Source: an optimization exercise on an open RTL-to-GDS flow (aim: small area, a short achievable clock period and few clock cycles per item). Production flows keep margins and buffers that such runs may drop. The RTL was checked by simulation tests, not by an equivalence proof against the original design.

$ cat flow/run.sh
#!/bin/bash
# synth_recipe.tcl (not shown) runs the flow's synth.tcl, then flattens the netlist and writes it again
# the make line also repeats each setting of config.mk as NAME=value (left out here)
make -C /OpenROAD-flow-scripts/flow DESIGN_CONFIG=/design/flow/config.mk WORK_HOME=/design/flow/orfs CLKGATE_MAP_FILE= SYNTH_SCRIPT=/design/flow/synth_recipe.tcl finish
$ cat flow/config.mk
export PLATFORM = sky130hd
export DESIGN_NAME = asin_top
export DESIGN_NICKNAME = asin_top
export VERILOG_FILES = /design/flow/design.v
export SDC_FILE = /design/flow/constraint.sdc
export NUM_CORES = 4
export LEC_CHECK = 0
export CAP_MARGIN = 20
export CORE_MARGIN = 2
export CORE_UTILIZATION = 40
export SLEW_MARGIN = 20
$ cat flow/constraint.sdc
create_clock -name core_clock -period 27.0 [get_ports {clock}]
set_input_delay 5.4000 -clock core_clock [delete_from_list [all_inputs] [get_ports {clock}]]
set_output_delay 5.4000 -clock core_clock [all_outputs]
set_load 0.01 [all_outputs]
$ cat flow/design.v
package asin_pkg;
    localparam int FP_WIDTH  = 32;
    localparam int EXP_WIDTH = 8;
    localparam int MNT_WIDTH = 23;
    localparam logic [EXP_WIDTH-1:0] EXP_BIAS = 8'd127;
    localparam logic [EXP_WIDTH-1:0] EXP_MAX  = 8'd255;
    typedef union packed {
        logic [FP_WIDTH-1:0] bits;
        struct packed {
            logic                 sign;
            logic [EXP_WIDTH-1:0] exp;
            logic [MNT_WIDTH-1:0] mnt;
        } fields;
    } fp_word_t;
    localparam fp_word_t FP_ZERO  = 32'h0000_0000;
    localparam fp_word_t FP_THREE = 32'h4040_0000;
    localparam fp_word_t FP_SIX   = 32'h40C0_0000;
    localparam fp_word_t FP_FORTY = 32'h4220_0000;
endpackage
`timescale 1ns/1ps
module asin_top
(
    input  logic        clock,
    input  logic        i_rst,
    input  logic        i_valid,
    output logic        o_ready,
    input  logic [31:0] i_x,
    output logic        o_valid,
    input  logic        i_ready,
    output logic [31:0] o_asin
);
    function automatic logic [31:0] fmul(input logic [31:0] a, input logic [31:0] b);
        logic [47:0] p;
        logic [7:0]  e;
        logic [22:0] m;
        p = {1'b1, a[22:0]} * {1'b1, b[22:0]};
        e = a[30:23] + b[30:23] - 8'd126 - {7'd0, !p[47]};
        m = p[47] ? p[46:24] : {p[45:24], 1'b0};
        if (a[30:0] == '0 || b[30:0] == '0)
            fmul = '0;
        else
            fmul = {a[31] ^ b[31], e, m};
    endfunction
    function automatic logic [31:0] fsqr(input logic [31:0] a);
        logic [23:0] ma;
        logic [47:0] p;
        logic [47:0] row;
        logic [7:0]  e;
        logic [22:0] m;
        ma = {1'b1, a[22:0]};
        p = '0;
        for (int i = 0; i < 24; i++)
        begin
            row = '0;
            row[2*i] = 1'b1;
            for (int j = i + 1; j < 24; j++)
                row[i+j+1] = ma[j];
            p = p + (ma[i] ? row : 48'd0);
        end
        e = {a[29:23], 1'b0} - 8'd126 - {7'd0, !p[47]};
        m = p[47] ? p[46:24] : {p[45:24], 1'b0};
        if (a[30:0] == '0)
            fsqr = '0;
        else
            fsqr = {1'b0, e, m};
    endfunction
    function automatic logic [31:0] fmul3(input logic [31:0] a);
        logic [25:0] t;
        logic [7:0]  e;
        logic [22:0] m;
        t = {2'b01, a[22:0]} + {1'b1, a[22:0], 1'b0};
        e = a[30:23] + 8'd2 - {7'd0, !t[25]};
        m = t[25] ? t[24:2] : {t[23:2], 1'b0};
        if (a[30:0] == '0)
            fmul3 = '0;
        else
            fmul3 = {a[31], e, m};
    endfunction
    function automatic logic [25:0] div3(input logic [23:0] n);
        logic [1:0]  r;
        logic [5:0]  v;
        logic [23:0] q;
        r = '0;
        for (int k = 5; k >= 0; k--)
        begin
            v = {r, n[4*k +: 4]};
            q[4*k +: 4] = 4'(v / 6'd3);
            r = 2'(v % 6'd3);
        end
        div3 = {r, q};
    endfunction
    function automatic logic [26:0] div5(input logic [23:0] n);
        logic [2:0]  r;
        logic [6:0]  v;
        logic [23:0] q;
        r = '0;
        for (int k = 5; k >= 0; k--)
        begin
            v = {r, n[4*k +: 4]};
            q[4*k +: 4] = 4'(v / 7'd5);
            r = 3'(v % 7'd5);
        end
        div5 = {r, q};
    endfunction
    function automatic logic [31:0] fdiv6(input logic [31:0] a);
        logic [25:0] d;
        logic [22:0] a3;
        logic [2:0]  lo;
        logic [8:0]  e;
        logic [7:0]  eo;
        logic [22:0] m;
        d  = div3({1'b1, a[22:0]});
        a3 = d[22:0];
        case (d[25:24])
            2'd0:    lo = 3'd1;
            2'd1:    lo = 3'd3;
            default: lo = 3'd6;
        endcase
        m  = a3[22] ? {a3[21:0], lo[2]} : {a3[20:0], lo[2:1]};
        e  = {1'b0, a[30:23]} - 9'd2 - {8'd0, !a3[22]};
        eo = e[7:0];
        if (e[8])
        begin
            eo = '0;
            m  = '0;
        end
        if (a[30:23] == 8'hff)
        begin
            eo = 8'hff;
            m  = '0;
        end
        fdiv6 = {a[31], eo, m};
    endfunction
    function automatic logic [31:0] fdiv40(input logic [31:0] a);
        logic [26:0] d;
        logic [21:0] a5;
        logic [3:0]  lo;
        logic [8:0]  e;
        logic [7:0]  eo;
        logic [22:0] m;
        d  = div5({1'b1, a[22:0]});
        a5 = d[21:0];
        case (d[26:24])
            3'd0:    lo = 4'd1;
            3'd1:    lo = 4'd4;
            3'd2:    lo = 4'd7;
            3'd3:    lo = 4'd10;
            default: lo = 4'd13;
        endcase
        m  = a5[21] ? {a5[20:0], lo[3:2]} : {a5[19:0], lo[3:1]};
        e  = {1'b0, a[30:23]} - 9'd5 - {8'd0, !a5[21]};
        eo = e[7:0];
        if (e[8])
        begin
            eo = '0;
            m  = '0;
        end
        if (a[30:23] == 8'hff)
        begin
            eo = 8'hff;
            m  = '0;
        end
        fdiv40 = {a[31], eo, m};
    endfunction
    function automatic logic [31:0] fadd(input logic [31:0] a, input logic [31:0] b);
        logic        a_big;
        logic [7:0]  d;
        logic [23:0] big;
        logic [23:0] sml;
        logic [24:0] s;
        logic [7:0]  e;
        logic [22:0] m;
        a_big = a[30:23] >= b[30:23];
        d     = a_big ? a[30:23] - b[30:23] : b[30:23] - a[30:23];
        big   = a_big ? {1'b1, a[22:0]} : {1'b1, b[22:0]};
        sml   = a_big ? {1'b1, b[22:0]} : {1'b1, a[22:0]};
        sml   = (d > 8'd23) ? 24'd0 : sml >> d[4:0];
        s     = big + sml;
        e     = (a_big ? a[30:23] : b[30:23]) + 8'd1 - {7'd0, !s[24]};
        m     = s[24] ? s[23:1] : s[22:0];
        if (a[30:0] == '0)
            fadd = b;
        else if (b[30:0] == '0)
            fadd = a;
        else
            fadd = {a[31], e, m};
    endfunction
    logic [5:0]  v;
    logic [5:0]  h;
    logic [31:0] x0, x1, x2, x3, x4, x5;
    logic [31:0] p2_1, p2_2;
    logic [31:0] p3_2;
    logic [31:0] c3, c4;
    logic [31:0] p5_3;
    logic [31:0] q4;
    logic [31:0] s5;
    logic [31:0] res;
    logic        skid_v;
    logic        skid_h;
    logic [31:0] skid_x;
    logic        head_mode;
    logic        accept;
    logic        r_free;
    logic        deliver;
    logic        recirc;
    logic        head_mode_d;
    assign accept  = i_valid && o_ready;
    assign res     = fadd(x5, s5);
    assign r_free  = !o_valid || i_ready;
    assign deliver = v[5] && r_free && (!head_mode || h[5]);
    assign recirc  = v[5] && !deliver;
    always_comb
    begin
        head_mode_d = head_mode;
        if (recirc && !head_mode)
            head_mode_d = 1'b1;
        else if (deliver && h[5])
            head_mode_d = 1'b0;
    end
    always_ff @(posedge clock)
    begin
        if (i_rst)
        begin
            v         <= '0;
            skid_v    <= 1'b0;
            head_mode <= 1'b0;
            o_valid   <= 1'b0;
            o_ready   <= 1'b1;
        end
        else
        begin
            v         <= {v[4:0], accept || skid_v};
            skid_v    <= recirc;
            head_mode <= head_mode_d;
            o_ready   <= !recirc && !head_mode_d;
            if (deliver)
                o_valid <= 1'b1;
            else if (i_ready)
                o_valid <= 1'b0;
        end
        h      <= {h[4:0], skid_v && skid_h};
        skid_h <= head_mode ? h[5] : 1'b1;
        skid_x <= x5;
        x0   <= skid_v ? skid_x : i_x;
        x1   <= x0;
        p2_1 <= fsqr(x0);
        x2   <= x1;
        p2_2 <= p2_1;
        p3_2 <= fmul(p2_1, x1);
        x3   <= x2;
        p5_3 <= fmul(p2_2, p3_2);
        c3   <= fdiv6(p3_2);
        x4   <= x3;
        c4   <= c3;
        q4   <= fdiv40(fmul3(p5_3));
        x5   <= x4;
        s5   <= fadd(c4, q4);
        if (deliver)
            o_asin <= res;
    end
endmodule
==> key figures <==
Min path
  • Hold Path Stages: 0
  • Type of the worst min-delay path: reg2reg

Setup path
  • Worst reg2reg path depth: just under 100
  • CP dominant cell by count: ha_1
  • Worst setup SP type: flip-flop
  • Critical path required time: approximately 28 ns
  • CP peak stage delay: slightly below 0.9 ns
  • Crit path kind: reg2reg
  • Max FO, Critical Path: 25
  • Max stage delay cell, worst path: o31ai_2
  • Worst setup EP type: flip-flop
  • Worst Path Arrival: around 24 ns

Synthesis
  • Xor-xnor portion of the synthesized cell area: 0.01738
  • Largest family of logic cells by synthesized area: adder cells
  • Post-synth cell types: 125
  • Mux share of post-synthesis cell area: 0.05542
  • Post-Synth Adder-Cell Area: 0.4340
  • Post-Syn Area per Cell: roughly 9 um2
  • Synthesized flop and latch total: between 500 and 600
  • Synthesized area: 0.07451 mm2
  • Syn Nets: roughly 10000
  • Async SR Flop Fraction: 0
  • Synth warnings: 1
  • Ys flop type: dfxtp_1
  • Synth Area in Compound Gates: 0.09533
  • Simple-Gate Fraction of Synth Area: 0.1668
  • Register area share after synthesis: 0.1459
  • Syn Inst Count: 8236
  • EDFF count, synth: 32

Detailed routing
  • DRC Markers: 0
  • Initial DRT Pass Iterations: 5
  • Initial drt markers: 3674
  • Final Routed Wirelength: 210.4 mm
  • Routed vias: about 57000
  • DR WL/cell: about 20 um
  • ANT nets after route: 0
  • Vias per cell: between 5 and 6

Clocking
  • Max clock buf depth: 3
  • Total CTS buffers: around 60
  • Post-cts resize count: 0
  • Setup bufs post-CTS: 0
  • CTS Hold Bufs: 0
  • H-tree Lvls: 2
  • CTS sink cnt: between 500 and 600
  • CTS clk-pin slew, worst paths: 0.06 ns
  • Clock Latency Late Sink: around 0.7 ns
  • Clock root buffer master: clkbuf_16
  • CTS tree: yes

Timing
  • Clk_skew: around 0.086 ns
  • Final Slew Violations: 0
  • Fin worst setup slack: roughly 3.3 ns
  • Final hold violation count: 0
  • Setup TNS: 0 ns
  • RSZ-0062 raised after global routing: no
  • Final setup fails: 0
  • Worst slew margin: 0.3217
  • Worst-margin pin slew: between 1 and 1.5 ns
  • Max Clock Freq: ~0.042 GHz
  • Min Hold Slack: between 0.2 and 0.3 ns
  • Minimum clock period: ~24 ns
  • Tcrit/Tclk final: 0.8780

Layout
  • Multi-input gate area: around 0.057 mm2
  • Layout fillers: between 15000 and 20000
  • Storage element area: around 0.011 mm2
  • Number of nets in the layout: about 10000
  • Non-Filler Instances: 10640
  • Area Overhead vs Synth: 7.451%
  • Layout cell share with drive strength beyond 1: 0.05984

Floorplan
  • Row Count: about 160
  • Starting Density: 0.4022
  • Core area: 0.1852 mm2
  • DIE WIDTH: 435.6 um
  • Die area: 0.1897 mm2
  • DIE HEIGHT: approximately 440 um
  • Num ports: 70

Global route
  • First-pass GRT wire length: between 300 and 400 mm
  • M2 GR Usage: 0.3673
  • Largest net degree at the start of global routing: 64
  • GR Overflow Total: 0
  • Global-route met3 utilization: 0.03635
  • Vias in the first global route: between 50000 and 60000
  • Met1 Resource Use GR: 0.3062
  • Most utilized layer in the global route result: met2
  • Initial antenna violation count: 6
  • GRT Total Usage: 0.2237

Placement
  • Final estimated routing congestion in global placement: around 0.9
  • Port Buffers: 69
  • Place WS: between 3 and 4 ns
  • HPWL Detailed: approximately 150 mm
  • Post-Place Cells: ~11000

Run status
  • Outcome: complete, no violations

Job
  • Max-cap violations: 0
[layout by cell type, fill, tap and decap left out, drive strengths merged, types with 32 or more instances in the layout]
master and count:
nand3 59, clkbuf 69, nor4 71, nor3 138, xnor2 116, a211oi 84, o21bai 55, edfxtp 32
nor2b 55, o21ai 209, a21oi 311, clkdlybuf4s50 69, nand2b 36, inv 1268, mux2i 289, and2 615
fa 1181, or3 41, buf 145, ha 694, nor2 392, nand4 44, a21o 90, nand2 1020
o21a 64, mux2 106, o211ai 40, dfxtp 495
[sequential cells by signal (all words and copies together) (netlist names), 6 cells and up]
name	cells
x4	32
x2	32
q4	32
x5	32
x3	32
h	6
skid_x	32
p3_2	32
o_asin	32
p2_1	31
c4	32
s5	32
x1	32
x0	32
c3	32
p5_3	32
p2_2	31
v	6
[worst max-delay path, delay by kind of cell (launching register included)]
family                     cells  cell delay, ns
xor gates and xnor gates       2            0.49
adders and majority gates     11            3.08
DFF                            1            0.43
AOI/OAI and AO/OA             34            9.73
and+or+nand+nor               37            7.62
muxes                          6            1.43
buffers and inverters          7            0.71
[metrics by stage]
step,cell area [um2],util
detailed placement,77940,0.4208
finish,80060,0.4322
floorplan,74510,-
global route,80050,0.4322
global placement,77940,0.4208
CTS,80050,0.4321
[final timing paths]
check | slack, ns | from | endpoint
worst min register to register | 0.28 | x2[20] | x3[20]
worst max-delay path | 3.29 | p5_3[21] | q4[0]
worst max register to register | 3.29 | p5_3[21] | q4[0]
worst min-delay path | 0.28 | x2[20] | x3[20]
[layer usage]
layer	wire [um]	vias up
li1	-	26140
met1	94060	28560
met2	97610	1651
met3	12970	342
met4	5781	0
met5	0	-
[synth_stat cells (70+ instances only)]
| master | n | area, um2 |
|---|---|---|
| mux2i_1 | 287 | 2873 |
| inv_1 | 1257 | 4718 |
| nor4_1 | 70 | 437.9 |
| dfxtp_1 | 495 | 9910 |
| a211oi_1 | 76 | 570.6 |
| mux2_2 | 104 | 1171 |
| nor2_1 | 389 | 1460 |
| a21oi_1 | 299 | 1496 |
| nor3_1 | 133 | 665.6 |
| ha_1 | 694 | 8683 |
| xnor2_1 | 115 | 1007 |
| o21ai_0 | 184 | 920.9 |
| nand2_1 | 1019 | 3825 |
| and2_1 | 613 | 3835 |
| clkbuf_1 | 363 | 1363 |
| a21o_1 | 90 | 675.7 |
| fa_1 | 1181 | 23640 |
[cells by family (layout without fill, tap and decap cells)]
group / Yosys count / count (layout)
simple gates: 2561 / 2561
fa+ha+maj: 1876 / 1876
buf+inv: 1669 / 1588
compound gates: 1060 / 1060
flops: 527 / 527
mux: 396 / 396
xor+xnor: 147 / 147
other cells: 0 / 4
[cell type report]
cell class / count / area share
Multi-Input combinational cell: 6040 / 0.7173
Sequential cell: 527 / 0.1361
Inverter: 1263 / 0.05923
Tap cell: 2480 / 0.03876
Timing Repair Buffer: 214 / 0.02222
Clock buffer: 69 / 0.01968
Clock inverter: 42 / 0.006658
Antenna cell: 4 / 0.0001250
Testbench counts, summed over its fixed seeds: cycles 4,856, items 4,800.

separate check: timing with driven ports:
In the flow no input, the clock included, has a driving cell. The finished layout below was timed again as built, in two steps. Step 1 (the two cells are an assumption about what drives the block):
set clk [get_ports {clock}]
set_driving_cell -lib_cell sky130_fd_sc_hd__clkbuf_16 $clk
set_driving_cell -lib_cell sky130_fd_sc_hd__buf_2 [delete_from_list [all_inputs] $clk]
Step 2 also shifts input and output timing later by t, the mid clock arrival at the registers, as if the neighbouring blocks saw the same clock. Slacks: ideal / step 1 / step 2; pairs: ideal / step 1.
shift t [ns]: 0.740
setup WS [ns]: 3.293 / 3.293 / 3.293
worst setup path after step 2: register to register
latest minus earliest clock arrival (ns): 0.094 / 0.094
After both steps this run still meets setup and hold. For this run, drivers alone change the setup slack by 0.000 ns; drivers and shift together by 0.000 ns.
